Context: an optimization exercise on an open-source flow, tuned for small area, a short achievable clock period and few clock cycles per item. The choices shown serve that exercise and are no tape-out recipe. Function was checked by simulation only, so behaviour that the tests miss may differ from the original.

<file path="flow/design.v">
package pba_pkg;
    localparam int FIELD_W     = 24;
    localparam int COUNT_OUT_W = 13;
    localparam int AREA_W      = 64;
endpackage
module pba_back
(
    input  logic signed [24:0] a,
    input  logic signed [24:0] b,
    input  logic signed [63:0] base,
    input  logic               base_ovf,
    output logic signed [63:0] sum,
    output logic               ovf
);
    logic signed [49:0] p;
    logic signed [64:0] s;
    always_comb
    begin
        p = a * b;
        s = {base[63], base} + {{15{p[49]}}, p};
        if (base_ovf)
        begin
            sum = base;
            ovf = 1'b1;
        end
        else if (s[64] != s[63])
        begin
            sum = s[64] ? {1'b1, 63'd0} : {1'b0, {63{1'b1}}};
            ovf = 1'b1;
        end
        else
        begin
            sum = s[63:0];
            ovf = 1'b0;
        end
    end
endmodule
module polygon_bounds_and_area
#(
    parameter int MAX_VERTICES = 4096,
    parameter int COORD_BITS   = 24
)
(
    input  logic         clk,
    input  logic         rst_n,
    input  logic [48:0]  in_data,
    input  logic         in_valid,
    output logic         in_ready,
    output logic [173:0] out_data,
    output logic         out_valid,
    input  logic         out_ready
);
    localparam int W = COORD_BITS;
    localparam logic [12:0] COUNT_MAX = 13'(MAX_VERTICES);
    logic signed [W-1:0] in_x;
    logic signed [W-1:0] in_y;
    logic                in_last;
    assign in_x    = in_data[48:25];
    assign in_y    = in_data[24:1];
    assign in_last = in_data[0];
    logic [1:0]          st_reg;         
    logic                pend_reg;       
    logic                pend_one_reg;   
    logic signed [W-1:0] first_x_reg;
    logic signed [W-1:0] first_y_reg;
    logic signed [W-1:0] prev_x_reg;
    logic signed [W-1:0] prev_y_reg;
    logic                m_valid_reg;
    logic                m_close_reg;    
    logic                m_fresh_reg;    
    logic signed [W:0]   m_a_reg;
    logic signed [W:0]   m_b_reg;
    logic signed [63:0]  acc_reg;
    logic                ovf_reg;
    logic signed [W-1:0] min_x_reg;
    logic signed [W-1:0] min_y_reg;
    logic signed [W-1:0] max_x_reg;
    logic signed [W-1:0] max_y_reg;
    logic [12:0]         cnt_reg;
    logic                out_valid_reg;
    logic                stall;
    logic                take;
    logic                issue_term;
    logic signed [W-1:0] op_x;
    logic signed [W-1:0] op_y;
    logic                proc;
    logic signed [63:0]  base;
    logic                base_ovf;
    logic signed [63:0]  acc_next;
    logic                ovf_next;
    logic signed [W-1:0] bx_lo;
    logic signed [W-1:0] bx_hi;
    logic signed [W-1:0] by_lo;
    logic signed [W-1:0] by_hi;
    assign stall    = out_valid_reg && !out_ready;
    assign in_ready = !stall && !(pend_reg && pend_one_reg);
    assign take     = in_valid && in_ready;
    assign issue_term = take && (st_reg != 2'd0);
    assign op_x       = pend_reg ? first_x_reg : in_x;
    assign op_y       = pend_reg ? first_y_reg : in_y;
    always_ff @(posedge clk or negedge rst_n)
    begin
        if (!rst_n)
        begin
            st_reg      <= 2'd0;
            pend_reg    <= 1'b0;
            m_valid_reg <= 1'b0;
        end
        else if (!stall)
        begin
            if (take)
            begin
                st_reg <= in_last ? 2'd0 : ((st_reg == 2'd0) ? 2'd1 : 2'd2);
            end
            pend_reg    <= (take && in_last) ? 1'b1 : 1'b0;
            m_valid_reg <= pend_reg || issue_term;
        end
    end
    always_ff @(posedge clk)
    begin
        if (!stall)
        begin
            m_a_reg     <= {op_y[W-1], op_y} + {prev_y_reg[W-1], prev_y_reg};
            m_b_reg     <= {op_x[W-1], op_x} - {prev_x_reg[W-1], prev_x_reg};
            m_close_reg <= pend_reg;
            m_fresh_reg <= pend_reg ? pend_one_reg : (st_reg == 2'd1);
        end
        if (take)
        begin
            prev_x_reg <= in_x;
            prev_y_reg <= in_y;
            if (in_last)
            begin
                pend_one_reg <= (st_reg == 2'd0);
            end
            if (st_reg == 2'd0)
            begin
                first_x_reg <= in_x;
                first_y_reg <= in_y;
            end
        end
    end
    assign proc     = m_valid_reg && !stall;
    assign base     = m_fresh_reg ? 64'sd0 : acc_reg;
    assign base_ovf = m_fresh_reg ? 1'b0 : ovf_reg;
    pba_back u_mac (
        .a        (m_a_reg),
        .b        (m_b_reg),
        .base     (base),
        .base_ovf (base_ovf),
        .sum      (acc_next),
        .ovf      (ovf_next)
    );
    always_comb
    begin
        bx_lo = m_fresh_reg ? first_x_reg : min_x_reg;
        bx_hi = m_fresh_reg ? first_x_reg : max_x_reg;
        by_lo = m_fresh_reg ? first_y_reg : min_y_reg;
        by_hi = m_fresh_reg ? first_y_reg : max_y_reg;
    end
    always_ff @(posedge clk or negedge rst_n)
    begin
        if (!rst_n)
        begin
            out_valid_reg <= 1'b0;
        end
        else
        begin
            out_valid_reg <= (proc && m_close_reg) || stall;
        end
    end
    always_ff @(posedge clk)
    begin
        if (proc)
        begin
            acc_reg <= acc_next;
            ovf_reg <= ovf_next;
            if (!m_close_reg || m_fresh_reg)
            begin
                min_x_reg <= (prev_x_reg < bx_lo) ? prev_x_reg : bx_lo;
                max_x_reg <= (prev_x_reg > bx_hi) ? prev_x_reg : bx_hi;
                min_y_reg <= (prev_y_reg < by_lo) ? prev_y_reg : by_lo;
                max_y_reg <= (prev_y_reg > by_hi) ? prev_y_reg : by_hi;
            end
            if (m_fresh_reg)
            begin
                cnt_reg <= m_close_reg ? 13'd1 : 13'd2;
            end
            else if (!m_close_reg && cnt_reg != COUNT_MAX)
            begin
                cnt_reg <= cnt_reg + 13'd1;
            end
        end
    end
    assign out_valid = out_valid_reg;
    assign out_data  = {acc_reg, min_x_reg, min_y_reg, max_x_reg, max_y_reg, cnt_reg, ovf_reg};
endmodule
</file>
<file path="flow/run.sh">
#!/bin/bash
# synth_recipe.tcl (not shown) runs the flow's synth.tcl, then flattens the netlist and writes it again
# the make line also repeats each setting of config.mk as NAME=value (left out here)
make -C /OpenROAD-flow-scripts/flow DESIGN_CONFIG=/design/flow/config.mk WORK_HOME=/design/flow/orfs CLKGATE_MAP_FILE= SYNTH_SCRIPT=/design/flow/synth_recipe.tcl finish
</file>
<file path="flow/config.mk">
export PLATFORM = sky130hd
export DESIGN_NAME = polygon_bounds_and_area
export DESIGN_NICKNAME = polygon_bounds_and_area
export VERILOG_FILES = /design/flow/design.v
export SDC_FILE = /design/flow/constraint.sdc
export NUM_CORES = 4
export LEC_CHECK = 0
export CAP_MARGIN = 20
export CORE_MARGIN = 2
export CORE_UTILIZATION = 40
export SLEW_MARGIN = 20
</file>
<file path="flow/constraint.sdc">
create_clock -name core_clock -period 10.0 [get_ports {clk}]
set_input_delay 2.0000 -clock core_clock [delete_from_list [all_inputs] [get_ports {clk}]]
set_output_delay 2.0000 -clock core_clock [all_outputs]
set_load 0.01 [all_outputs]
</file>
==> metrics.md <==
| Metric | Value |
|---|---|
| Outcome | `finished clean` |
| Hold path endpoint | `out_valid_reg` |
| Layout cell share with drive strength beyond 1 | `5.14%` |
| Cell count after placement | `6264` |
| Flops & latches, synth | `328` |
| Nets | `5994` |
| RSZ-0062 raised after global routing | `no` |
| Worst setup EP type | `flip-flop` |
| GP Congestion | `0.981` |
| Vias in the first global route | `35600` |
| Worst hold slack | `0.572 ns` |
| Dominant cell type by area after synthesis | `fa_1` |
| Via count | `33000` |
| Peak Freq | `110 MHz` |
| Mean Syn Cell Area | `10.2 sq um` |
| Sequential area share after synthesis | `21.1%` |
| # hold bufs at CTS | `0` |
| I/O pins | `between 200 and 250` |
| Worst Tran Pin Value | `1.17 ns` |
| Worst-path clk slew | `0.06 ns` |
| Endpoints failing setup | `0` |
| Post-synth EDFFs | `323` |
| Post-CTS setup buffer count | `0` |
| Num rows | `125` |
| Startpoint Class | `flip-flop` |
| Main flop type after synthesis | `edfxtp_1` |
| Clk latency of the worst-skew pair | `roughly 0.65 ns` |
| Critical Path Fanout Max | `51` |
| Final Util | `45.4%` |
| CP max stage delay | `0.83 ns` |
| RR Startpoint | `m_b_reg[7]` |
| Worst R2R End | `acc_reg[10]` |
| Most common cell in the netlist | `inv_1` |
| WP data arrival | `9.54 ns` |
| Core Area | `116000 sq um` |
| Post-synth top area share | `34.7%` |
| Max reg flops | `64` |
| Filler cells | `11000` |
| Fin crit share | `roughly nine tenths` |
| Starting Density | `40.3%` |
| Max_slew headroom | `a little over a fifth` |
| Chip width | `346 um` |
| Final cell count without fillers | `6348` |
| Synth async-reset ratio | `under 10%` |
| Area growth syn-to-layout | `12.7%` |
| Critical Path RT | `10.45 ns` |
| Most frequent CP cell | `fa_1` |
| Yosys cell types | `75` |
| CP bufs+invs | `8` |
| Class of the tightest hold or removal check | `reg2reg` |
| Hold Startpoint | `m_valid_reg` |
| Clk Tree Root Cell | `clkbuf_16` |
| Drt pass-1 iters | `5` |
| Top cells by area, synth | `fa_1 35%, edfxtp_1 21%, ha_1 9.2%, inv_1 8.1%, nand2_1 4.3%` |
| Reg2Reg Setup Slack | `0.91 ns` |
| Post-route ant nets | `0` |
| CTS max path bufs | `3` |
| H-Tree Depth | `2` |
| Min cycle time layout | `around 9.1 ns` |
| Crit-path slowest cell | `edfxtp_1` |
| Die Span Y | `~350 um` |
| First-pass GRT wire length | `~210000 um` |
| CTS tree | `done` |
| # resized after CTS | `0` |
| Final Hold Fails | `0` |
| Per-cell routed wire length | `21.4 um` |
| Number of vias per cell | `between 5 and 6` |
| Slew Viols, Final | `0` |
| Post-Syn Instances | `4592` |
| Largest net degree at the start of global routing | `77` |
| CP Class | `reg2reg` |
| Dpl cell area | `approximately 51000 sq um` |
| Initial antenna violation count | `6` |
| Detail Placement HPWL | `108000 um` |
| Hold depth | `2` |
| Final Cell Area | `around 53000 sq um` |
| Yosys warnings | `2` |
| FF-to-FF path depth | `28` |
| Clock skew | `~0.048 ns` |
| Maximum capacitance violations | `0` |
| Remaining Overflow, GRT | `0` |
| Total Routing Usage GR | `23.2%` |
| Total Neg Setup Slack | `0 ns` |
| CP top delay family | `adder cells` |
| # clock sinks | `328` |
| Commonest cells post-synth | `1010 x inv_1, 809 x fa_1, 529 x nand2_1` |
| Synth Cell Area | `46700 sq um` |
| Mapped Nets | `5798` |
| WL final | `136000 um` |
| Initial DRC Count | `2268` |
| Input/output buffers | `between 200 and 250` |
| Num CTS Buffers | `44` |
| Die area | `119000 sq um` |
| DRC | `0` |
layer usage:
metal / share of wire [%] / GRT usage [%] / up-vias
met2: 46 / 37.3 / 1020
met3: 8.2 / 5.86 / 211
li1: - / - / 14900
met5: 0.0096 / 0 / -
met1: 43 / 30.9 / 16900
met4: 3.1 / 6.87 / 2
worst max path at each step:
stage,start,endpoint,depth (start not counted)
2_1_floorplan,m_a_reg[24],acc_reg[61],27
3_3_place_gp,m_b_reg[7],acc_reg[56],25
3_5_place_dp,m_b_reg[7],acc_reg[51],25
4_1_cts,m_b_reg[7],acc_reg[40],25
5_1_grt,m_b_reg[7],acc_reg[10],28
6_report,m_b_reg[7],acc_reg[10],28
kinds of logic (layout without fill, tap and decap cells):
logic type                 count (synthesis)  count (layout)  synth area share [%]
AOI/OAI and AO/OA                        491             491                  7.10
xor gates and xnor gates                 111             111                  2.15
adders and majority gates               1153            1153                  43.9
buffers and inverters                   1191            1421                  9.63
DFF                                      328             328                  21.1
muxes                                    240             240                  5.28
other                                      0               2                     0
and+or+nand+nor                         1078            1078                  10.9
worst min-delay path, delay by kind of cell (launching register included):
| family | cells | cell delay (ns) |
|---|---|---|
| and+or+nand+nor | 2 | 0.15 |
| DFF | 1 | 0.37 |
final cells by class:
cell class | count | area (sq um) | share of cell area, %
timing repair buffer | 330 | 3130 | 5.95
antenna | 2 | 5.00 | 0.00952
clock buffer | 53 | 1150 | 2.20
tap | 1524 | 1910 | 3.63
sequential | 328 | 9830 | 18.7
clock inverter | 27 | 330 | 0.628
inverter | 1011 | 3790 | 7.22
multi-input combinational | 3073 | 32400 | 61.7
stage by stage:
step / worst slack (ns)
3_3_place_gp: 1.03
4_1_cts: 0.888
3_5_place_dp: 0.944
2_1_floorplan: 1.79
5_1_grt: 0.461
6_report: 0.909
cells in the final DEF (no fill, tap or decap), types with 11 or more instances in the layout:
cell type        netlist  layout
nor2b_1               82      82
buf_4                  1      95
nor3_1                21      21
mux2_2                50      50
nand3_1               31      31
ha_1                 344     344
inv_1               1010    1008
o211ai_1              11      11
a31oi_1               32      30
clkdlybuf4s50_1        0     228
nand2b_1              20      20
a21boi_0              13      12
o21a_1                39      39
xor2_1                30      30
nor2_1               126     126
mux2i_1              190     190
o21ai_0               88      88
and3_1                22      21
a221o_1               36      36
fa_1                 809     808
a21o_1                72      72
nand4_1               26      26
nand2_1              529     528
or3_1                 11      11
clkbuf_16              0      44
and2_1               188     186
edfxtp_1             323     323
a21oi_1              120     120
xnor2_1               78      78
Testbench counts, summed over its fixed seeds: cycles 24,189, vertices 24,070.

==> what the ideal ports hide <==
Ports are ideal in the flow. The routed layout listed here was re-timed in OpenROAD.
Step 1: set_driving_cell puts a clkbuf_16 on clk and a buf_2 on each other input, an assumption about the parent block.
Step 2 adds t to the input delays and takes it off the output delays; t is the mean of the earliest and latest rising clock arrival at the registers after step 1. Input paths then give back, and output paths get back, about the clock's delay inside the block.
Slacks: ideal ports / drivers / drivers and shift; pairs: ideal ports / drivers.
t, ns: 0.702
setup WS [ns]: 0.909 / 0.909 / 0.909
cell pins on the clock port's net: 1
After both steps setup and hold are still met in this run. The setup slack of this run moves by 0.000 ns with the drivers and by 0.000 ns with both steps.
